Context: an optimization exercise on an open-source flow, tuned for small area and a short achievable clock period. The choices shown serve that exercise and are no tape-out recipe.
Only simulation tests tie the RTL to the original design; equivalence was not proved.
Power figures rest on the tool's default switching activity, not on a simulated workload.

[design/flow/design.v]
package merge_stream_pkg;
  localparam logic [3:0] WT_EHDR = 4'd1;
  localparam logic [3:0] WT_CHDR = 4'd2;
  localparam logic [3:0] WT_CLUS = 4'd3;
  localparam logic [3:0] WT_TRLR = 4'd4;
  localparam logic [5:0] CRC6_POLY = 6'h03;
  localparam logic [3:0] HDR_BITS = 4'd12;
  localparam logic [3:0] CRC_BITS = 4'd6;
  localparam logic [3:0] PRE_BITS = 4'd5;
  localparam logic [3:0] MAX_CHIPS = 4'd6;
  localparam int NCLUS_HI = 10;
  localparam int NCLUS_LO = 6;
  typedef enum logic [2:0] {
    ST_HUNT = 3'd0,
    ST_PRE  = 3'd1,
    ST_EHDR = 3'd2,
    ST_CHDR = 3'd3,
    ST_CLUS = 3'd4,
    ST_CRCB = 3'd5,
    ST_TRLR = 3'd6
  } rx_state_e;
endpackage
module merge_word_fifo (
  input  logic        clk_i,
  input  logic        rst_ni,
  input  logic        push_i,
  input  logic [13:0] din_i,
  input  logic        pop_i,
  output logic [14:0] head_o,
  output logic        valid_o,
  output logic        drop_o,
  output logic        room_o
);
  localparam int W = 14;
  logic [W-1:0] mem0_q [64];
  logic [W-1:0] mem1_q [64];
  logic [W-1:0] mem2_q [64];
  logic [W-1:0] mem3_q [64];
  logic [7:0]   wp_q, ra_q;
  logic [8:0]   cnt_q, cnt_p, cnt_m;
  logic         valid_q, full_q, room_q;
  logic [W-1:0] s0_q, s1_q, s2_q, s3_q, rword;
  logic [1:0]   ssel_q;
  logic         sv_q;
  logic [14:0]  q0_q;
  logic [W-1:0] q1_q, q2_q;
  logic         qv1_q, qv2_q, qv3_q;       
  logic         qa0, qa1, qa2, qa_ge1, qa_ge2, qa_ge3, m_ge1, m_eq2;
  logic         qv1_d, qv2_d, qv3_d;
  logic         push_ok, pop, fetched, space, issue, bypass;
  logic [W-1:0] e0, e1, e2, in1, n0, n1, n2;
  function automatic logic [14:0] dec(input logic [13:0] w);
    dec = {(w[13:12] == 2'b00), w};
  endfunction
  assign push_ok = push_i & ~full_q;
  assign drop_o  = push_i & full_q;
  assign pop     = pop_i & valid_q;
  assign cnt_p   = cnt_q + {8'd0, push_ok};
  assign cnt_m   = cnt_p - 9'd1;
  always_ff @(posedge clk_i) begin
    if (push_ok && wp_q[7:6] == 2'd0) mem0_q[wp_q[5:0]] <= din_i;
    if (push_ok && wp_q[7:6] == 2'd1) mem1_q[wp_q[5:0]] <= din_i;
    if (push_ok && wp_q[7:6] == 2'd2) mem2_q[wp_q[5:0]] <= din_i;
    if (push_ok && wp_q[7:6] == 2'd3) mem3_q[wp_q[5:0]] <= din_i;
  end
  assign fetched = (ra_q == wp_q);
  assign space   = pop || !(qv3_q || (qv2_q && sv_q));
  assign issue   = !fetched && space;
  assign bypass  = fetched && push_ok && space;
  always_ff @(posedge clk_i) begin
    s0_q   <= mem0_q[ra_q[5:0]];
    s1_q   <= mem1_q[ra_q[5:0]];
    s2_q   <= mem2_q[ra_q[5:0]];
    s3_q   <= mem3_q[ra_q[5:0]];
    ssel_q <= ra_q[7:6];
  end
  always_comb begin
    case (ssel_q)
      2'd0:    rword = s0_q;
      2'd1:    rword = s1_q;
      2'd2:    rword = s2_q;
      default: rword = s3_q;
    endcase
  end
  assign qa_ge1 = pop ? qv2_q : qv1_q;
  assign qa_ge2 = pop ? qv3_q : qv2_q;
  assign qa_ge3 = pop ? 1'b0  : qv3_q;
  assign qa0    = !qa_ge1;
  assign qa1    = qa_ge1 && !qa_ge2;
  assign qa2    = qa_ge2 && !qa_ge3;
  assign m_ge1  = sv_q || bypass;
  assign m_eq2  = sv_q && bypass;
  assign qv1_d  = qa_ge1 || m_ge1;
  assign qv2_d  = qa_ge2 || (qa_ge1 && m_ge1) || m_eq2;
  assign qv3_d  = qa_ge3 || (qa_ge2 && m_ge1) || (qa_ge1 && m_eq2);
  assign in1 = sv_q ? rword : din_i;
  assign e0  = pop ? q1_q : q0_q[13:0];
  assign e1  = pop ? q2_q : q1_q;
  assign e2  = q2_q;
  always_comb begin
    n0 = qa0 ? in1 : e0;
    n1 = qa1 ? in1 : (qa0 ? din_i : e1);
    n2 = qa2 ? in1 : (qa1 ? din_i : e2);
  end
  always_ff @(posedge clk_i) begin
    q1_q <= n1;
    q2_q <= n2;
  end
  always_ff @(posedge clk_i) begin
    if (!rst_ni) begin
      cnt_q   <= '0;
      valid_q <= 1'b0;
      full_q  <= 1'b0;
      room_q  <= 1'b1;
      wp_q    <= 8'd0;
      ra_q    <= 8'd0;
      sv_q    <= 1'b0;
      qv1_q   <= 1'b0;
      qv2_q   <= 1'b0;
      qv3_q   <= 1'b0;
      q0_q    <= '0;
    end else begin
      if (pop) begin
        cnt_q   <= cnt_m;
        valid_q <= cnt_p >= 9'd2;
        full_q  <= 1'b0;
        room_q  <= cnt_p <= 9'd57;
      end else begin
        cnt_q   <= cnt_p;
        valid_q <= cnt_p >= 9'd1;
        full_q  <= cnt_p == 9'd256;
        room_q  <= cnt_p <= 9'd56;
      end
      if (push_ok)         wp_q <= wp_q + 8'd1;
      if (issue || bypass) ra_q <= ra_q + 8'd1;
      sv_q <= issue;
      qv1_q <= qv1_d;
      qv2_q <= qv2_d;
      qv3_q <= qv3_d;
      q0_q  <= qv1_d ? dec(n0) : '0;
    end
  end
  assign head_o  = q0_q;
  assign valid_o = valid_q;
  assign room_o  = room_q;
endmodule
import merge_stream_pkg::*;
module merge_stream_rx (
  input  logic        Clock,
  input  logic        Reset,
  input  logic        SerIn,
  input  logic [3:0]  Address,
  output logic        SendEvt,
  output logic [15:0] WordOut,
  output logic        WordValid,
  input  logic        WordReady,
  output logic        CrcErr,
  output logic        FmtErr,
  output logic        Overflow,
  output logic [7:0]  EvtCount,
  output logic [2:0]  DbgState,
  output logic [3:0]  DbgPending
);
  function automatic logic [5:0] crc6_step(input logic [5:0] crc, input logic din);
    crc6_step = {crc[4:0], 1'b0} ^ ((crc[5] ^ din) ? CRC6_POLY : 6'h00);
  endfunction
  localparam logic [1:0] T_EHDR = 2'd1;
  localparam logic [1:0] T_CHDR = 2'd2;
  localparam logic [1:0] T_CLUS = 2'd3;
  localparam logic [1:0] T_TRLR = 2'd0;
  logic [2:0]  state_q, state_d;
  logic [3:0]  bit_cnt_q, bit_cnt_d;
  logic [10:0] shift_q;
  logic [2:0]  chips_q, chips_d;
  logic [4:0]  clus_q, clus_d;
  logic [5:0]  crc_q, crc_d;
  logic        addr_err_q, addr_err_d;
  logic        ovf_evt_q;
  logic        push_q, push_d;
  logic [13:0] pw_q, pw_d;
  logic        trl_q, trl_d;
  logic        crcerr_q, crcerr_d;
  logic        fmterr_q, fmterr_d;
  logic [2:0]  pending_q;
  logic        send_q, ovf_q;
  logic [7:0]  evt_cnt_q;
  logic [11:0] field;
  logic [4:0]  nclus;
  logic [13:0] abort_word;
  logic [14:0] head;
  logic        fifo_valid, fifo_drop, fifo_room, issue;
  assign field      = {shift_q, SerIn};
  assign nclus      = field[NCLUS_HI:NCLUS_LO];
  assign abort_word = {T_TRLR, 1'b0, addr_err_q, ovf_evt_q, 1'b1, 8'h00};
  always_comb begin
    state_d    = state_q;
    bit_cnt_d  = bit_cnt_q + 4'd1;
    chips_d    = chips_q;
    clus_d     = clus_q;
    crc_d      = crc6_step(crc_q, SerIn);
    addr_err_d = addr_err_q;
    push_d     = 1'b0;
    pw_d       = abort_word;
    trl_d      = 1'b0;
    crcerr_d   = 1'b0;
    fmterr_d   = 1'b0;
    unique case (state_q)
      ST_HUNT: begin
        bit_cnt_d = 4'd0;
        crc_d     = SerIn ? 6'h03 : 6'h00;
        if (SerIn) begin
          state_d    = ST_PRE;
          addr_err_d = 1'b0;
        end
      end
      ST_PRE: begin
        if (bit_cnt_q == 4'd0 && SerIn) begin
          state_d  = ST_HUNT;
          push_d   = 1'b1;
          trl_d    = 1'b1;
          fmterr_d = 1'b1;
        end else if (bit_cnt_q == PRE_BITS - 4'd1) begin
          state_d    = ST_EHDR;
          bit_cnt_d  = 4'd0;
          addr_err_d = (field[3:0] != Address);
        end
      end
      ST_EHDR: begin
        if (field[3:0] <= MAX_CHIPS) pw_d = {T_EHDR, field};
        if (bit_cnt_q == HDR_BITS - 4'd1) begin
          bit_cnt_d = 4'd0;
          push_d    = 1'b1;
          if (field[3:0] > MAX_CHIPS) begin
            state_d  = ST_HUNT;
            trl_d    = 1'b1;
            fmterr_d = 1'b1;
          end else begin
            chips_d = field[2:0];
            state_d = (field[3:0] == 4'd0) ? ST_CRCB : ST_CHDR;
          end
        end
      end
      ST_CHDR: begin
        pw_d = {T_CHDR, field};
        if (bit_cnt_q == HDR_BITS - 4'd1) begin
          bit_cnt_d = 4'd0;
          push_d    = 1'b1;
          if (nclus != 5'd0) begin
            clus_d  = nclus;
            state_d = ST_CLUS;
          end else if (chips_q == 3'd1) begin
            state_d = ST_CRCB;
          end else begin
            chips_d = chips_q - 3'd1;
          end
        end
      end
      ST_CLUS: begin
        pw_d = {T_CLUS, field};
        if (bit_cnt_q == HDR_BITS - 4'd1) begin
          bit_cnt_d = 4'd0;
          push_d    = 1'b1;
          if (clus_q != 5'd1) begin
            clus_d = clus_q - 5'd1;
          end else if (chips_q == 3'd1) begin
            state_d = ST_CRCB;
          end else begin
            chips_d = chips_q - 3'd1;
            state_d = ST_CHDR;
          end
        end
      end
      ST_CRCB: begin
        crc_d = crc_q;
        pw_d  = {T_TRLR, (field[5:0] != crc_q), addr_err_q, ovf_evt_q, 1'b0, 2'b00, field[5:0]};
        if (bit_cnt_q == CRC_BITS - 4'd1) begin
          bit_cnt_d = 4'd0;
          state_d   = ST_TRLR;
          push_d    = 1'b1;
          trl_d     = 1'b1;
          crcerr_d  = (field[5:0] != crc_q);
        end
      end
      default: begin
        state_d   = ST_HUNT;
        bit_cnt_d = 4'd0;
        crc_d     = 6'h00;
      end
    endcase
  end
  assign issue = (pending_q != 3'd4) && fifo_room && !send_q;
  always_ff @(posedge Clock) begin
    bit_cnt_q  <= bit_cnt_d;
    shift_q    <= field[10:0];
    chips_q    <= chips_d;
    clus_q     <= clus_d;
    crc_q      <= crc_d;
    addr_err_q <= addr_err_d;
    pw_q       <= pw_d;
    ovf_evt_q  <= (state_q == ST_HUNT && SerIn) ? 1'b0 : (ovf_evt_q | fifo_drop);
  end
  always_ff @(posedge Clock) begin
    if (!Reset) begin
      state_q   <= ST_HUNT;
      push_q    <= 1'b0;
      trl_q     <= 1'b0;
      crcerr_q  <= 1'b0;
      fmterr_q  <= 1'b0;
      pending_q <= '0;
      send_q    <= 1'b0;
      ovf_q     <= 1'b0;
      evt_cnt_q <= '0;
    end else begin
      state_q   <= state_d;
      push_q    <= push_d;
      trl_q     <= trl_d;
      crcerr_q  <= crcerr_d;
      fmterr_q  <= fmterr_d;
      send_q    <= issue;
      ovf_q     <= ovf_q | fifo_drop;
      if (issue && !trl_q)                        pending_q <= pending_q + 3'd1;
      else if (!issue && trl_q && pending_q != 0) pending_q <= pending_q - 3'd1;
      if (trl_q) evt_cnt_q <= evt_cnt_q + 8'd1;
    end
  end
  merge_word_fifo u_fifo (
    .clk_i   (Clock),
    .rst_ni  (Reset),
    .push_i  (push_q),
    .din_i   (pw_q),
    .pop_i   (WordReady),
    .head_o  (head),
    .valid_o (fifo_valid),
    .drop_o  (fifo_drop),
    .room_o  (fifo_room)
  );
  assign WordOut    = {1'b0, head};
  assign WordValid  = fifo_valid;
  assign SendEvt    = send_q;
  assign CrcErr     = crcerr_q;
  assign FmtErr     = fmterr_q;
  assign Overflow   = ovf_q;
  assign EvtCount   = evt_cnt_q;
  assign DbgState   = state_q;
  assign DbgPending = {1'b0, pending_q};
endmodule
[design/flow/run.sh]
#!/bin/bash
# synth_recipe.tcl (not shown) runs the flow's synth.tcl, then flattens the netlist and writes it again
# the make line also repeats each setting of config.mk as NAME=value (left out here)
make -C /OpenROAD-flow-scripts/flow DESIGN_CONFIG=/design/flow/config.mk WORK_HOME=/design/flow/orfs CLKGATE_MAP_FILE= SYNTH_SCRIPT=/design/flow/synth_recipe.tcl finish
[design/flow/config.mk]
export PLATFORM = sky130hd
export DESIGN_NAME = merge_stream_rx
export DESIGN_NICKNAME = merge_stream_rx
export VERILOG_FILES = /design/flow/design.v
export SDC_FILE = /design/flow/constraint.sdc
export NUM_CORES = 4
export LEC_CHECK = 0
export ABC_CLOCK_PERIOD_IN_PS = 2800
export CAP_MARGIN = 20
export CORE_MARGIN = 2
export CORE_UTILIZATION = 40
export CTS_CLUSTER_DIAMETER = 120
export CTS_CLUSTER_SIZE = 24
export SETUP_SLACK_MARGIN = 3.7
export SLEW_MARGIN = 20
[design/flow/constraint.sdc]
create_clock -name core_clock -period 6.5 [get_ports {Clock}]
set_input_delay 1.3000 -clock core_clock [delete_from_list [all_inputs] [get_ports {Clock}]]
set_output_delay 1.3000 -clock core_clock [all_outputs]
set_load 0.01 [all_outputs]
==> insert_results.sql, run 1 <==
INSERT INTO impl_metrics (metric_group, metric, value, unit) VALUES
('critical_path', 'worst-endpoint-required', '7.09', 'ns'),
('clock_tree', 'clock_tree.htree_level_count', '4', ''),
('critical_path', 'critical_path_arrival', '3.51', 'ns'),
('pwr', 'netSwitchingFraction', '28.10', '%'),
('synthesis', 'syn_avg_cell_area', '21.38', 'sq um'),
('global_routing', 'grt_antenna_before_repair', '35', ''),
('pwr', 'power.density', '340.3', 'nW/um^2'),
('synthesis', 'synthDominantAreaCellType', 'edfxtp_1', ''),
('placement', 'dpl.hpwl', '238400', 'um'),
('sta', 'clock_period_minus_final_worst_setup_slack', '2.917', 'ns'),
('global_routing', 'first_global_vias', '70740', ''),
('synthesis', 'post_synth_inst_count', '6819', ''),
('floorplanning', 'floorplan.die.height', '607.7', 'um'),
('pwr', 'report.power.total', '55.11', 'mW'),
('sta', 'relative_max_transition_margin', '19.12', '%'),
('synthesis', 'synthesis.yosys.warnings', '2', ''),
('critical_path', 'cp-start-kind', 'register', ''),
('sta', 'worstMarginPinSlew', '1.213', 'ns'),
('synthesis', 'async_flop_share', '0', '%'),
('detailed_routing', 'firstDrtPassIters', '7', ''),
('global_routing', 'grtUsageTotal', '21.85', '%'),
('synthesis', 'ys_dominant_reg_cell', 'edfxtp_1', ''),
('sta', 'finalHoldViolations', '0', ''),
('sta', 'layout_worst_path_cycle_share', '44.87', '%'),
('detailed_routing', 'detail_route.iter0.violations', '10810', ''),
('cells_and_area', 'syn2layout_area_growth', '11.09', '%'),
('clock_tree', 'clkTransAtPathRegs', '0.10', 'ns'),
('clock_tree', 'cts_sinks', '3782', ''),
('critical_path', 'critical_path.max_fanout', '14', ''),
('detailed_routing', 'avgRoutedWirePerCell', '34.11', 'um'),
('clock_tree', 'clkLatencyLatePin', '0.93', 'ns'),
('cells_and_area', 'finish.net_count', '7167', ''),
('global_routing', 'grt_overflow', '0', ''),
('critical_path', 'worstSetupEndpointType', 'register', ''),
('floorplanning', 'die_w', '607.7', 'um'),
('min_path', 'worst_hold_path_type', 'reg -> reg', ''),
('clock_tree', 'cts.root.buffer_cell', 'clkbuf_16', ''),
('pwr', 'p_leak', '49.10', 'nW'),
('floorplanning', 'coreArea', '362500', 'sq um'),
('clock_tree', 'tritoncts', 'done', ''),
('critical_path', 'rrSetupSlack', '3.58', 'ns'),
('sta', 'setup_repair_after_global_routing_missed_its_margin', 'yes', ''),
('synthesis', 'synth-seq-cells', '3782', ''),
('pwr', 'power_switching', '15.49', 'mW'),
('pwr', 'share_seq_of_total_power', '53.2', '%'),
('detailed_routing', 'vias', '72720', ''),
('detailed_routing', 'post_drt_via_cell_ratio', '6.016', ''),
('min_path', 'min_delay_worst_endpoint', 'shift_q[7]', ''),
('clock_tree', 'cts_buffers', '180', ''),
('flow_run', 'drv.max_cap_violation_count', '0', ''),
('cells_and_area', 'post_route_cells_drive_above_1_share', '26.82', '%'),
('sta', 'timing.final.max_slew_violations', '0', ''),
('pwr', 'ir_drop', '0.2181', 'mV'),
('floorplanning', 'die_area', '369300', 'sq um'),
('sta', 'fmaxAchievable', '342.8', 'MHz'),
('global_routing', 'grt_pass1_wl', '570100', 'um'),
('placement', 'gp_routability_congestion', '0.8783', ''),
('outcome', 'outcome', 'finished clean', ''),
('pwr', 'pwr-share-comb', '23.5', '%'),
('critical_path', 'r2r-start', 'u_fifo.wp_q[0]', ''),
('critical_path', 'worst_r2r_endpoint', 'u_fifo.mem0_q[23][12]', ''),
('floorplanning', 'placement_rows', '221', ''),
('min_path', 'worstHoldPathCells', '0', ''),
('min_path', 'worst_hold_startpoint', 'shift_q[6]', ''),
('placement', 'portBuffers', '41', ''),
('sta', 'clock-skew-final', '0.06047', 'ns'),
('sta', 'setup_tns', '0', 'ns'),
('cells_and_area', 'layout_common_cells', '3,627 x edfxtp_1, 946 x mux4_2, 371 x nor2_1', ''),
('pwr', 'power.clock.fraction', '23.3', '%'),
('detailed_routing', 'routed_wl', '412400', 'um'),
('global_routing', 'grt_start_max_net_pins', '209', '');
-- stage by stage --
step / instances / setup slack (ns) / hold WS [ns] / area [sq um]
after floorplan: 6820 / 3.658 / 0.3290 / 145800
after global placement: 11630 / 2.138 / 0.3751 / 153700
after detailed placement: 11630 / 2.080 / 0.3736 / 153700
after CTS: 12020 / 3.554 / 0.3766 / 161100
after global routing: 12070 / 3.564 / 0.3924 / 161900
final: 12090 / 3.583 / 0.3773 / 162000
-- sequential cells by signal (all words and copies together) (netlist names), 9 cells and up --
| signal | cells |
|---|---|
| u_fifo.mem1_q | 896 |
| u_fifo.cnt_q | 9 |
| u_fifo.s3_q | 14 |
| u_fifo.mem2_q | 896 |
| u_fifo.mem0_q | 896 |
| u_fifo.q0_q | 15 |
| u_fifo.q1_q | 14 |
| u_fifo.s2_q | 14 |
| shift_q | 11 |
| u_fifo.q2_q | 14 |
| u_fifo.mem3_q | 896 |
| pw_q | 14 |
| u_fifo.s1_q | 14 |
| u_fifo.s0_q | 14 |
-- worst max-delay path by stage --
stage,from,to,slack [ns],cells past startpoint
after floorplan,pw_q[13],u_fifo.q1_q[13],3.66,4
after global placement,u_fifo.ra_q[0],u_fifo.s3_q[5],2.14,8
after detailed placement,u_fifo.ra_q[0],u_fifo.s3_q[5],2.08,8
after CTS,u_fifo.ra_q[0],u_fifo.s3_q[5],3.55,9
after global routing,u_fifo.wp_q[4],u_fifo.mem2_q[16][10],3.56,4
final,u_fifo.wp_q[0],u_fifo.mem0_q[23][12],3.58,4
-- area by class of cell --
type / count / area [sq um]
inverters: 21 / 97.59
clock inverters: 12 / 161.4
well taps: 4794 / 5998
multi-input cells: 2627 / 32700
flip-flops and latches: 3782 / 112200
clock buffers: 292 / 4946
repair buffers: 530 / 5833
fillers: 30090 / 200600
diodes: 31 / 77.57
-- critical path: stages, from the launching register on --
cell and delay [ns]:
dfxtp_1 0.67, and3_1 0.60, nand2_1 0.63, nor2_1 0.33, buf_4 0.32
-- per-layer routing --
metal  routed length (um)  global-route usage (%)  up-vias
met3                38980                   4.378      636
met1               162300                   30.28    39470
li1                     -                       -    28860
met4                17090                   7.658        6
met2               194000                   34.55     3757
met5                   36                       0        -
-- Yosys cell counts, types with 52 or more instances --
cell      count
mux2_2       61
mux4_2      946
dfxtp_1     155
o22ai_1      79
edfxtp_1   3627
a21oi_1     120
nor3_1       52
mux2i_1     215
clkbuf_1    169
buf_2       123
nor2_1      412
nand2_1     202
o21ai_0      69
-- cell families (layout without fill, tap and decap cells) --
logic type / after synthesis / in the layout / synth area share (%)
other cells: 1 / 33 / 0.002572
buf+inv: 412 / 855 / 1.354
flops: 3782 / 3782 / 76.84
simple gates: 825 / 825 / 2.456
mux: 1222 / 1222 / 16.56
xor+xnor: 64 / 64 / 0.3845
compound gates: 494 / 495 / 2.241
fa+ha+maj: 19 / 19 / 0.1648
-- power by group through the flow --
stage | registers (mW) | logic (mW) | clock network (mW)
after global routing | 29.4 | 13.6 | 13.8
after CTS | 29.4 | 12.8 | 13.0
after detailed placement | 30.1 | 11.2 | 0
after global placement | 30.0 | 11.1 | 0
final | 29.3 | 12.9 | 12.8
after floorplan | 30.0 | 7.40 | 0
-- what timing repair did --
item / 4_1_cts / 5_1_grt
endpoints found under the setup margin: 2777 / 1622
pin swaps: 7 / 12
cloned: 24 / 3
gates resized for setup: 384 / 71
hold buffers: 0 / 0
setup buffers: 70 / 28
==> inputs of run 2 (changes only) <==
--- a/design/flow/design.v
+++ b/design/flow/design.v
@@ -32,10 +32,9 @@
   output logic        room_o
 );
   localparam int W = 14;
-  logic [W-1:0] mem0_q [64];
-  logic [W-1:0] mem1_q [64];
-  logic [W-1:0] mem2_q [64];
-  logic [W-1:0] mem3_q [64];
+  logic [256*W-1:0] mem_q;
+  logic [15:0]  wlo_q, whi_q;    
+  logic [15:0]  wlo_en;
   logic [7:0]   wp_q, ra_q;
   logic [8:0]   cnt_q, cnt_p, cnt_m;
   logic         valid_q, full_q, room_q;
@@ -57,21 +56,36 @@
   assign pop     = pop_i & valid_q;
   assign cnt_p   = cnt_q + {8'd0, push_ok};
   assign cnt_m   = cnt_p - 9'd1;
-  always_ff @(posedge clk_i) begin
-    if (push_ok && wp_q[7:6] == 2'd0) mem0_q[wp_q[5:0]] <= din_i;
-    if (push_ok && wp_q[7:6] == 2'd1) mem1_q[wp_q[5:0]] <= din_i;
-    if (push_ok && wp_q[7:6] == 2'd2) mem2_q[wp_q[5:0]] <= din_i;
-    if (push_ok && wp_q[7:6] == 2'd3) mem3_q[wp_q[5:0]] <= din_i;
+  assign wlo_en = wlo_q & {16{push_ok}};
+  for (genvar h = 0; h < 16; h++) begin : g_hi
+    for (genvar l = 0; l < 16; l++) begin : g_lo
+      always_ff @(posedge clk_i) begin
+        if (wlo_en[l] && whi_q[h]) mem_q[(16*h+l)*W +: W] <= din_i;
+      end
+    end
   end
+  function automatic logic [W-1:0] rd64(input logic [64*W-1:0] m, input logic [5:0] a);
+    logic [32*W-1:0] l1;
+    logic [16*W-1:0] l2;
+    logic [8*W-1:0]  l3;
+    logic [4*W-1:0]  l4;
+    logic [2*W-1:0]  l5;
+    for (int i = 0; i < 32; i++) l1[i*W +: W] = a[0] ? m[(2*i+1)*W +: W]  : m[2*i*W +: W];
+    for (int i = 0; i < 16; i++) l2[i*W +: W] = a[1] ? l1[(2*i+1)*W +: W] : l1[2*i*W +: W];
+    for (int i = 0; i < 8; i++)  l3[i*W +: W] = a[2] ? l2[(2*i+1)*W +: W] : l2[2*i*W +: W];
+    for (int i = 0; i < 4; i++)  l4[i*W +: W] = a[3] ? l3[(2*i+1)*W +: W] : l3[2*i*W +: W];
+    for (int i = 0; i < 2; i++)  l5[i*W +: W] = a[4] ? l4[(2*i+1)*W +: W] : l4[2*i*W +: W];
+    rd64 = a[5] ? l5[W +: W] : l5[0 +: W];
+  endfunction
   assign fetched = (ra_q == wp_q);
   assign space   = pop || !(qv3_q || (qv2_q && sv_q));
   assign issue   = !fetched && space;
   assign bypass  = fetched && push_ok && space;
   always_ff @(posedge clk_i) begin
-    s0_q   <= mem0_q[ra_q[5:0]];
-    s1_q   <= mem1_q[ra_q[5:0]];
-    s2_q   <= mem2_q[ra_q[5:0]];
-    s3_q   <= mem3_q[ra_q[5:0]];
+    s0_q   <= rd64(mem_q[0*64*W +: 64*W], ra_q[5:0]);
+    s1_q   <= rd64(mem_q[1*64*W +: 64*W], ra_q[5:0]);
+    s2_q   <= rd64(mem_q[2*64*W +: 64*W], ra_q[5:0]);
+    s3_q   <= rd64(mem_q[3*64*W +: 64*W], ra_q[5:0]);
     ssel_q <= ra_q[7:6];
   end
   always_comb begin
@@ -113,6 +127,8 @@
       full_q  <= 1'b0;
       room_q  <= 1'b1;
       wp_q    <= 8'd0;
+      wlo_q   <= 16'd1;
+      whi_q   <= 16'd1;
       ra_q    <= 8'd0;
       sv_q    <= 1'b0;
       qv1_q   <= 1'b0;
@@ -131,7 +147,11 @@
         full_q  <= cnt_p == 9'd256;
         room_q  <= cnt_p <= 9'd56;
       end
-      if (push_ok)         wp_q <= wp_q + 8'd1;
+      if (push_ok) begin
+        wp_q  <= wp_q + 8'd1;
+        wlo_q <= {wlo_q[14:0], wlo_q[15]};
+        if (wlo_q[15]) whi_q <= {whi_q[14:0], whi_q[15]};
+      end
       if (issue || bypass) ra_q <= ra_q + 8'd1;
       sv_q <= issue;
       qv1_q <= qv1_d;
==> run 2 against run 1 <==
  * Clock-buffer cell count rose by 9
  * Sequential share of layout area is 0.60 points higher
  * Worst setup slack improved by 0.050 ns
  * Sequential power about the same
  * Core utilization decreased by 0.60 points
  * Cell count fell by 0.94%
  * Flip-flop and latch count is 32 higher
  * Non-clock buffer count decreased by 229
  * Synthesized cell count is 1.4% higher
  * Die area grew 1.1%
  * Clock skew fell by 0.0058 ns
==> insert_results.sql, run 2 <==
INSERT INTO impl_metrics (metric_group, metric, value, unit) VALUES
('synthesis', 'synth_cell_types', '75', ''),
('min_path', 'worst_hold_path_type', 'reg -> reg', ''),
('clock_tree', 'clock_tree.htree_level_count', '4', ''),
('critical_path', 'max_stage_delay', '0.55', 'ns'),
('sta', 'finalHoldViolations', '0', ''),
('synthesis', 'ys_dominant_reg_cell', 'edfxtp_1', ''),
('sta', 'worstMarginPinSlew', '1.184', 'ns'),
('cells_and_area', 'layout_top_registers', 'u_fifo.mem_q (3584), u_fifo.whi_q (16), u_fifo.wlo_q (16)', ''),
('sta', 'relative_max_transition_margin', '21.04', '%'),
('critical_path', 'r2r-start', 'u_fifo.ra_q[5]', ''),
('pwr', 'netSwitchingFraction', '27.33', '%'),
('floorplanning', 'coreArea', '366400', 'sq um'),
('floorplanning', 'placement_rows', '222', ''),
('pwr', 'p_leak', '49.03', 'nW'),
('clock_tree', 'cts-root-to-sink-buffers', '4', ''),
('cells_and_area', 'layout.cells.non_filler', '11980', ''),
('pwr', 'pwr-share-comb', '20.0', '%'),
('detailed_routing', 'drt_drc_violations_left', '0', ''),
('placement', 'dpl-instance-area', '153600', 'sq um'),
('synthesis', 'syn_avg_cell_area', '21.33', 'sq um'),
('sta', 'clock_period_minus_final_worst_setup_slack', '2.867', 'ns'),
('clock_tree', 'cts_hold_buf', '0', ''),
('synthesis', 'synth-seq-cells', '3814', ''),
('cells_and_area', 'finish.net_count', '7009', ''),
('detailed_routing', 'routed_wl', '403900', 'um'),
('placement', 'gp_routability_congestion', '0.8312', ''),
('sta', 'timing.final.max_slew_violations', '0', ''),
('pwr', 'power.clock.fraction', '24.6', '%'),
('cells_and_area', 'layout.filler_cells', '30600', ''),
('pwr', 'share_seq_of_total_power', '55.4', '%'),
('critical_path', 'critical_path.max_fanout', '24', ''),
('sta', 'fin_worst_hold_slack', '0.3902', 'ns'),
('synthesis', 'post_synth_inst_count', '6915', ''),
('cells_and_area', 'final_cell_area', '161500', 'sq um'),
('outcome', 'outcome', 'finished clean', ''),
('clock_tree', 'cts.root.buffer_cell', 'clkbuf_16', ''),
('cells_and_area', 'max_flop_register', 'u_fifo.mem_q', ''),
('floorplanning', 'die_area', '373500', 'sq um'),
('pwr', 'ir_drop', '0.2382', 'mV'),
('critical_path', 'critical_path_arrival', '3.62', 'ns'),
('detailed_routing', 'ant_nets', '0', ''),
('min_path', 'worst_hold_startpoint', 'shift_q[6]', ''),
('sta', 'clock-skew-final', '0.05465', 'ns'),
('min_path', 'worstHoldPathCells', '0', ''),
('global_routing', 'grt_antenna_before_repair', '40', ''),
('global_routing', 'grt_pass1_wl', '562300', 'um'),
('sta', 'setup_tns', '0', 'ns'),
('min_path', 'min_delay_worst_endpoint', 'shift_q[7]', ''),
('floorplanning', 'die_w', '611.2', 'um'),
('synthesis', 'synth.area.top_cells', 'edfxtp_1 74%, mux4_2 14%, dfxtp_1 2.5%', ''),
('floorplanning', 'floorplan.die.height', '611.2', 'um'),
('global_routing', 'grt_overflow', '0', ''),
('placement', 'dpl.hpwl', '229400', 'um'),
('critical_path', 'timing.setup.critical_path_class', 'reg -> reg', ''),
('detailed_routing', 'vias', '72450', ''),
('pwr', 'power.density', '325.6', 'nW/um^2'),
('critical_path', 'cp-start-kind', 'register', ''),
('synthesis', 'synthesis.yosys.warnings', '2', ''),
('detailed_routing', 'avgRoutedWirePerCell', '33.73', 'um'),
('sta', 'setup_repair_after_global_routing_missed_its_margin', 'yes', ''),
('floorplanning', 'start_util', '40.25', '%'),
('critical_path', 'critical_path.cell_chain', 'inv_2 > buf_8 > nand2_1 > buf_4 > a211o_1 > a31oi_1 > nor3_1', ''),
('critical_path', 'worst-r2r-cell-count', '7', ''),
('detailed_routing', 'detail_route.iter0.violations', '10320', ''),
('pwr', 'power_switching', '14.37', 'mW'),
('floorplanning', 'pin_count', '44', ''),
('synthesis', 'synthDominantAreaCellType', 'edfxtp_1', ''),
('clock_tree', 'cts_buffers', '181', ''),
('global_routing', 'grt_start_max_net_pins', '201', ''),
('cells_and_area', 'most_common_library_cell_in_the_layout_ignoring_fill_and_taps', 'edfxtp_1', ''),
('critical_path', 'rrSetupSlack', '3.63', 'ns'),
('placement', 'dp_cells', '11500', ''),
('pwr', 'p_int', '38.21', 'mW'),
('cells_and_area', 'syn2layout_area_growth', '9.519', '%'),
('global_routing', 'grtUsageTotal', '21.19', '%'),
('cells_and_area', 'layout_common_cells', '3,627 x edfxtp_1, 945 x mux4_2, 241 x mux2i_1', ''),
('clock_tree', 'cts_sinks', '3814', ''),
('clock_tree', 'clkLatencyLatePin', '0.93', 'ns'),
('critical_path', 'worst_r2r_endpoint', 'u_fifo.s1_q[6]', ''),
('synthesis', 'synth_enable_flop_cells', '3627', ''),
('global_routing', 'first_global_vias', '70340', ''),
('synthesis', 'synthMostInstantiatedCell', 'edfxtp_1', ''),
('synthesis', 'ys_seq_area_share', '76.40', '%'),
('clock_tree', 'tritoncts', 'done', ''),
('critical_path', 'worst-endpoint-required', '7.25', 'ns'),
('detailed_routing', 'firstDrtPassIters', '5', ''),
('flow_run', 'drv.max_cap_violation_count', '0', ''),
('detailed_routing', 'post_drt_via_cell_ratio', '6.050', ''),
('sta', 'layout_worst_path_cycle_share', '44.10', '%'),
('critical_path', 'worstSetupEndpointType', 'register', ''),
('synthesis', 'synth.top_cells.by_count', '3,627 x edfxtp_1, 945 x mux4_2, 263 x mux2i_1, 250 x and3_1, 224 x nand2_1', ''),
('synthesis', 'syn_area', '147500', 'sq um'),
('sta', 'final-setup-viol-count', '0', ''),
('cells_and_area', 'max_reg_flops', '3584', ''),
('cells_and_area', 'post_route_cells_drive_above_1_share', '24.60', '%'),
('placement', 'portBuffers', '41', ''),
('synthesis', 'yosysTopAreaCellShare', '73.86', '%'),
('synthesis', 'async_flop_share', '0', '%'),
('clock_tree', 'clkTransAtPathRegs', '0.10', 'ns'),
('critical_path', 'crit_path_top_delay_cell', 'dfxtp_2', ''),
('sta', 'fmaxAchievable', '348.8', 'MHz');
==> run 2: changes by cell type in the layout (fill, tap and decap cells not counted), moves of 36 or more <==
cell,change
nand2_1,+60
buf_12,-37
and3_2,+61
and3_1,+179
nor2_1,-256
mux2i_1,+37
buf_4,-205
nand2_2,-36
==> run 2: cell families (layout without fill, tap and decap cells) <==
kind of cell	Yosys count	count (layout)	synth area share [%]
DFF	3814	3814	76.40
muxes	1288	1288	16.83
and+or+nand+nor	762	763	2.620
AOI/OAI and AO/OA	515	515	2.248
buffers and inverters	465	658	1.442
xor gates and xnor gates	52	52	0.3088
adders and majority gates	18	18	0.1561
other	1	51	0.002543
==> run 2: worst max-delay path by stage <==
stage | slack [ns] | startpoint | depth (start not counted) | end
CTS | 3.66 | state_q[2] | 2 | DbgState[2]
finish | 3.63 | u_fifo.ra_q[5] | 7 | u_fifo.s1_q[6]
detailed placement | 2.46 | u_fifo.full_q | 4 | u_fifo.mem_q[1305]
global route | 3.64 | u_fifo.ra_q[1] | 8 | u_fifo.s3_q[2]
floorplan | 3.67 | pw_q[13] | 4 | u_fifo.q1_q[13]
global placement | 2.49 | u_fifo.full_q | 6 | u_fifo.mem_q[439]
==> run 2: layout make-up <==
class | count | area [sq um] | share of cell area (%)
Multi-Input combinational cell | 2638 | 33240 | 20.58
Sequential cell | 3814 | 112800 | 69.85
Clock buffer | 301 | 5086 | 3.149
Tap cell | 4816 | 6026 | 3.731
Timing Repair inverter | 2 | 17.52 | 0.01085
Antenna cell | 49 | 122.6 | 0.07592
Timing Repair Buffer | 301 | 3861 | 2.391
Clock inverter | 8 | 90.09 | 0.05578
Inverter | 46 | 257.7 | 0.1596
==> run 2: per-stage QoR <==
step / setup slack, ns / utilization [%] / power, mW
CTS: 3.660 / 43.90 / 52.57
finish: 3.633 / 44.08 / 52.58
global route: 3.636 / 44.06 / 54.11
detailed placement: 2.461 / 41.93 / 39.13
floorplan: 3.672 / - / 35.59
global placement: 2.487 / 41.91 / 38.96
==> run 2: metal layers <==
| layer | share of wire, % | track usage, % | wire (um) |
|---|---|---|---|
| met2 | 47 | 33.34 | 191400 |
| met1 | 40 | 30.09 | 161600 |
| met3 | 9.6 | 3.925 | 38690 |
| met5 | 0.0045 | 0 | 18 |
| met4 | 3.0 | 6.497 | 12210 |
==> run 2: power groups by stage <==
stage / combinational, mW / sequential (mW) / clock, mW
after floorplan: 5.85 / 29.7 / 0
after global placement: 9.14 / 29.8 / 0
after detailed placement: 9.35 / 29.8 / 0
after CTS: 10.3 / 29.1 / 13.1
after global routing: 11.0 / 29.1 / 13.9
final: 10.5 / 29.1 / 12.9
==> run 2: critical path, delay by kind of cell, from the launching register on <==
kind / cells / cell delay, ns
flip-flops: 1 / 0.55
AND/OR/NAND/NOR: 2 / 0.70
buffers and inverters: 3 / 0.94
AO/OA/AOI/OAI: 2 / 0.44
==> run 2: what timing repair did <==
action | CTS | global route
pin swaps | 8 | 7
setup endpoints to repair | 3828 | 103
buffers inserted | 63 | 16
gates cloned | 27 | 9
resized for setup | 384 | 51
==> inputs of run 3 (changes only) <==
--- a/design/flow/config.mk
+++ b/design/flow/config.mk
@@ -8,8 +8,9 @@
 export ABC_CLOCK_PERIOD_IN_PS = 2800
 export CAP_MARGIN = 20
 export CORE_MARGIN = 2
-export CORE_UTILIZATION = 40
+export CORE_UTILIZATION = 50
 export CTS_CLUSTER_DIAMETER = 120
 export CTS_CLUSTER_SIZE = 24
+export PLACE_DENSITY = 0.65
 export SETUP_SLACK_MARGIN = 3.7
 export SLEW_MARGIN = 20
==> run 3 against run 2 <==
  * Now fails the layout checks on slew limit
  * Combinational power about the same
  * Register-to-register slack better by 0.02 ns
  * Global-route usage up 5.3 points
  * Maximum frequency up 0.60%
  * Synthesized cell count unchanged
  * Worst hold slack better by 0.0027 ns
  * Non-clock buffer count down 38
  * Flip-flop and latch count unchanged
  * Total power down 0.71%
  * Critical path type unchanged
==> insert_results.sql, run 3 <==
INSERT INTO impl_metrics (metric_group, metric, value, unit) VALUES
('cells_and_area', 'most_common_library_cell_in_the_layout_ignoring_fill_and_taps', 'edfxtp_1', ''),
('synthesis', 'ys_seq_area_share', '76.40', '%'),
('detailed_routing', 'avgRoutedWirePerCell', '36.19', 'um'),
('floorplanning', 'die_area', '299300', 'sq um'),
('critical_path', 'critical_path.cell_chain', 'buf_12 > buf_16 > mux4_2 > mux4_2 > mux2i_1 > a211oi_1', ''),
('clock_tree', 'cts.root.buffer_cell', 'clkbuf_16', ''),
('min_path', 'worst_hold_path_type', 'reg -> reg', ''),
('sta', 'clock_period_minus_final_worst_setup_slack', '2.850', 'ns'),
('sta', 'finalHoldViolations', '0', ''),
('synthesis', 'synth_enable_flop_cells', '3627', ''),
('placement', 'dpl.hpwl', '219900', 'um'),
('clock_tree', 'clock_tree.htree_level_count', '4', ''),
('synthesis', 'yosysTopAreaCellShare', '73.86', '%'),
('sta', 'worstMarginPinSlew', '1.540', 'ns'),
('sta', 'timing.final.max_slew_violations', '36', ''),
('pwr', 'p_leak', '48.94', 'nW'),
('global_routing', 'grt_overflow', '0', ''),
('min_path', 'worstHoldPathCells', '0', ''),
('synthesis', 'ys_dominant_reg_cell', 'edfxtp_1', ''),
('critical_path', 'critical-path-top-delay-family', 'multiplexers', ''),
('floorplanning', 'pin_count', '44', ''),
('global_routing', 'first_global_vias', '70700', ''),
('synthesis', 'synthDominantAreaCellType', 'edfxtp_1', ''),
('critical_path', 'timing.setup.critical_path_class', 'reg -> reg', ''),
('synthesis', 'synthMostInstantiatedCell', 'edfxtp_1', ''),
('sta', 'fin_worst_hold_slack', '0.3928', 'ns'),
('floorplanning', 'placement_rows', '199', ''),
('placement', 'portBuffers', '41', ''),
('critical_path', 'critical_path.startpoint', 'u_fifo.ra_q[1]', ''),
('detailed_routing', 'vias', '73310', ''),
('global_routing', 'grt_pass1_wl', '559800', 'um'),
('global_routing', 'grtUsageTotal', '26.50', '%'),
('clock_tree', 'cts_sinks', '3814', ''),
('detailed_routing', 'ant_nets', '0', ''),
('floorplanning', 'floorplan.die.height', '547.1', 'um'),
('global_routing', 'grt_antenna_before_repair', '33', ''),
('critical_path', 'worst-path-stages', '6', ''),
('critical_path', 'critical_path_arrival', '3.64', 'ns'),
('cells_and_area', 'post_route_cells_drive_above_1_share', '25.56', '%'),
('cells_and_area', 'layout_common_cells', '3,627 x edfxtp_1, 945 x mux4_2, 246 x mux2i_1', ''),
('sta', 'layout_worst_path_cycle_share', '43.84', '%'),
('floorplanning', 'coreArea', '293600', 'sq um'),
('clock_tree', 'cts_buffers', '186', ''),
('cells_and_area', 'finish.net_count', '6977', ''),
('cells_and_area', 'layout_top_registers', 'u_fifo.mem_q (3584), u_fifo.whi_q (16), u_fifo.wlo_q (16)', ''),
('sta', 'relative_max_transition_margin', '-2.650', '%'),
('critical_path', 'r2r-start', 'u_fifo.ra_q[1]', ''),
('cells_and_area', 'max_flop_register', 'u_fifo.mem_q', ''),
('floorplanning', 'die_w', '547.1', 'um'),
('outcome', 'outcome', 'complete, but fails checks', ''),
('clock_tree', 'cts-root-to-sink-buffers', '4', ''),
('cells_and_area', 'max_reg_flops', '3584', ''),
('sta', 'fmaxAchievable', '350.9', 'MHz'),
('synthesis', 'synth-seq-cells', '3814', ''),
('placement', 'gp_routability_congestion', '0.8545', ''),
('synthesis', 'async_flop_share', '0', '%'),
('critical_path', 'worstSetupEndpointType', 'register', ''),
('clock_tree', 'clkTransAtPathRegs', '0.10', 'ns'),
('floorplanning', 'start_util', '50.23', '%'),
('synthesis', 'synth.top_cells.by_count', '3,627 x edfxtp_1, 945 x mux4_2, 263 x mux2i_1, 250 x and3_1, 224 x nand2_1', ''),
('synthesis', 'synthesis.yosys.warnings', '2', ''),
('critical_path', 'crit_path_top_delay_cell', 'mux2i_1', ''),
('sta', 'setup_tns', '0', 'ns'),
('synthesis', 'syn_avg_cell_area', '21.33', 'sq um'),
('placement', 'dpl-instance-area', '152300', 'sq um'),
('sta', 'final-setup-viol-count', '0', ''),
('critical_path', 'cpMostUsedCell', 'mux4_2', ''),
('clock_tree', 'tritoncts', 'done', ''),
('cells_and_area', 'final_cell_area', '160300', 'sq um'),
('outcome', 'check-failures', 'slew limit', ''),
('critical_path', 'critical_path.max_fanout', '59', ''),
('detailed_routing', 'routed_wl', '400600', 'um'),
('clock_tree', 'clkLatencyLatePin', '0.95', 'ns'),
('synthesis', 'synth_cell_types', '75', ''),
('detailed_routing', 'firstDrtPassIters', '6', ''),
('critical_path', 'cp-start-kind', 'register', ''),
('critical_path', 'max_stage_delay', '0.48', 'ns'),
('min_path', 'worst_hold_startpoint', 'shift_q[3]', ''),
('synthesis', 'post_synth_inst_count', '6915', ''),
('critical_path', 'worst-endpoint-required', '7.29', 'ns'),
('critical_path', 'worst-r2r-cell-count', '6', ''),
('synthesis', 'syn_area', '147500', 'sq um'),
('pwr', 'ir_drop', '0.2446', 'mV'),
('global_routing', 'grt_start_max_net_pins', '199', ''),
('cells_and_area', 'syn2layout_area_growth', '8.715', '%'),
('pwr', 'power.density', '325.7', 'nW/um^2'),
('critical_path', 'crit_buf_inv', '2', ''),
('detailed_routing', 'detail_route.iter0.violations', '10960', ''),
('synthesis', 'synth.area.top_cells', 'edfxtp_1 74%, mux4_2 14%, dfxtp_1 2.5%', ''),
('clock_tree', 'cts_hold_buf', '0', ''),
('detailed_routing', 'post_drt_via_cell_ratio', '6.624', ''),
('flow_run', 'drv.max_cap_violation_count', '0', ''),
('detailed_routing', 'drt_drc_violations_left', '0', ''),
('sta', 'setup_repair_after_global_routing_missed_its_margin', 'yes', ''),
('sta', 'clock-skew-final', '0.09587', 'ns');
-- run 3: cell counts after synthesis --
No cell type changed its count.
-- run 3: layout make-up --
type	instances	area (sq um)
fill	21830	133200
timing repair buffer	263	3590
clock buffer	286	5072
sequential	3814	112800
clock inverter	8	98.84
tap	3919	4903
inverter	46	207.7
timing repair inverter	1	8.758
antenna	91	227.7
multi-input combinational	2640	33410
-- run 3: kinds of logic after synthesis --
kind of cell | Yosys count | synth area share (%)
multiplexers | 1288 | 16.83
AND/OR/NAND/NOR | 762 | 2.620
buffers and inverters | 465 | 1.442
AO/OA/AOI/OAI | 515 | 2.248
other | 1 | 0.002543
flip-flops | 3814 | 76.40
XOR/XNOR | 52 | 0.3088
adder cells (fa/ha/maj) | 18 | 0.1561
-- run 3: worst paths after layout --
kind                                        to  slack [ns]
worst min-delay path                shift_q[4]        0.39
worst max register to register  u_fifo.s3_q[7]        3.65
worst min register to register      shift_q[4]        0.39
worst max-delay path            u_fifo.s3_q[7]        3.65
-- run 3: worst register-to-register path, stage by stage, from the launching register on --
cell      delay (ns)
dfxtp_4         0.40
buf_12          0.28
buf_16          0.41
mux4_2          0.51
mux4_2          0.47
mux2i_1         0.48
a211oi_1        0.19
-- run 3: repair_timing --
action | in CTS | in global routing
setup buffers | 51 | 8
resized for setup | 458 | 50
gates cloned | 31 | 4
endpoints found under the setup margin | 2739 | 299
pin swaps | 5 | 3
-- run 3: power breakdown --
| group | internal [mW] | total [mW] | leakage (nW) | switching (mW) |
|---|---|---|---|---|
| Combinational | 4.43 | 10.2 | 11.9 | 5.75 |
| Sequential | 28.3 | 29.1 | 34.6 | 0.746 |
| Clock | 5.44 | 13.0 | 2.48 | 7.52 |
-- run 3: through the flow --
step	util, %	setup slack [ns]	power [mW]	cells
5_1_grt	54.54	3.619	53.58	10980
3_5_place_dp	51.90	2.491	38.79	10590
4_1_cts	54.39	3.655	52.16	10960
6_report	54.61	3.650	52.21	11070
3_3_place_gp	51.90	2.402	38.61	10590
2_1_floorplan	-	3.672	35.59	6916
-- run 3: layer usage --
layer	global-route usage (%)	routed length, um	vias up	share of wire, %
li1	-	-	28880	-
met1	37.30	153200	39310	38
met2	41.24	189800	4430	47
met3	5.175	41560	681	10
met4	10.40	15850	12	4.0
met5	0	126	-	0.031

[static timing again, ports no longer ideal]
The results above use ideal ports. As a check the final layouts listed here were re-extracted and re-timed, cells and wires unchanged. Step 1, drivers: a clkbuf_16 drives Clock and a buf_2 each remaining input, both assumed. Step 2 times the ports against the registers' clock, not the clock port: input delays grow and output delays shrink by t, the midpoint of the rising clock arrivals with the driver on. Three values: ideal, step 1, step 2; two values: the first two.
run | t, ns | slack for setup (ns) | clock arrival spread, ns | pins driven straight from the clock port
run 1 | 1.011 | 3.583 / 3.583 / 2.920 | 0.066 / 0.066 | 1
run 2 | 1.012 | 3.633 / 3.620 / 2.820 | 0.056 / 0.056 | 1
run 3 | 1.002 | 3.650 / 3.646 / 2.926 | 0.097 / 0.097 | 1
The setup slack of run 2, which loses most, moves by -0.013 ns with the drivers and by -0.813 ns with both steps.
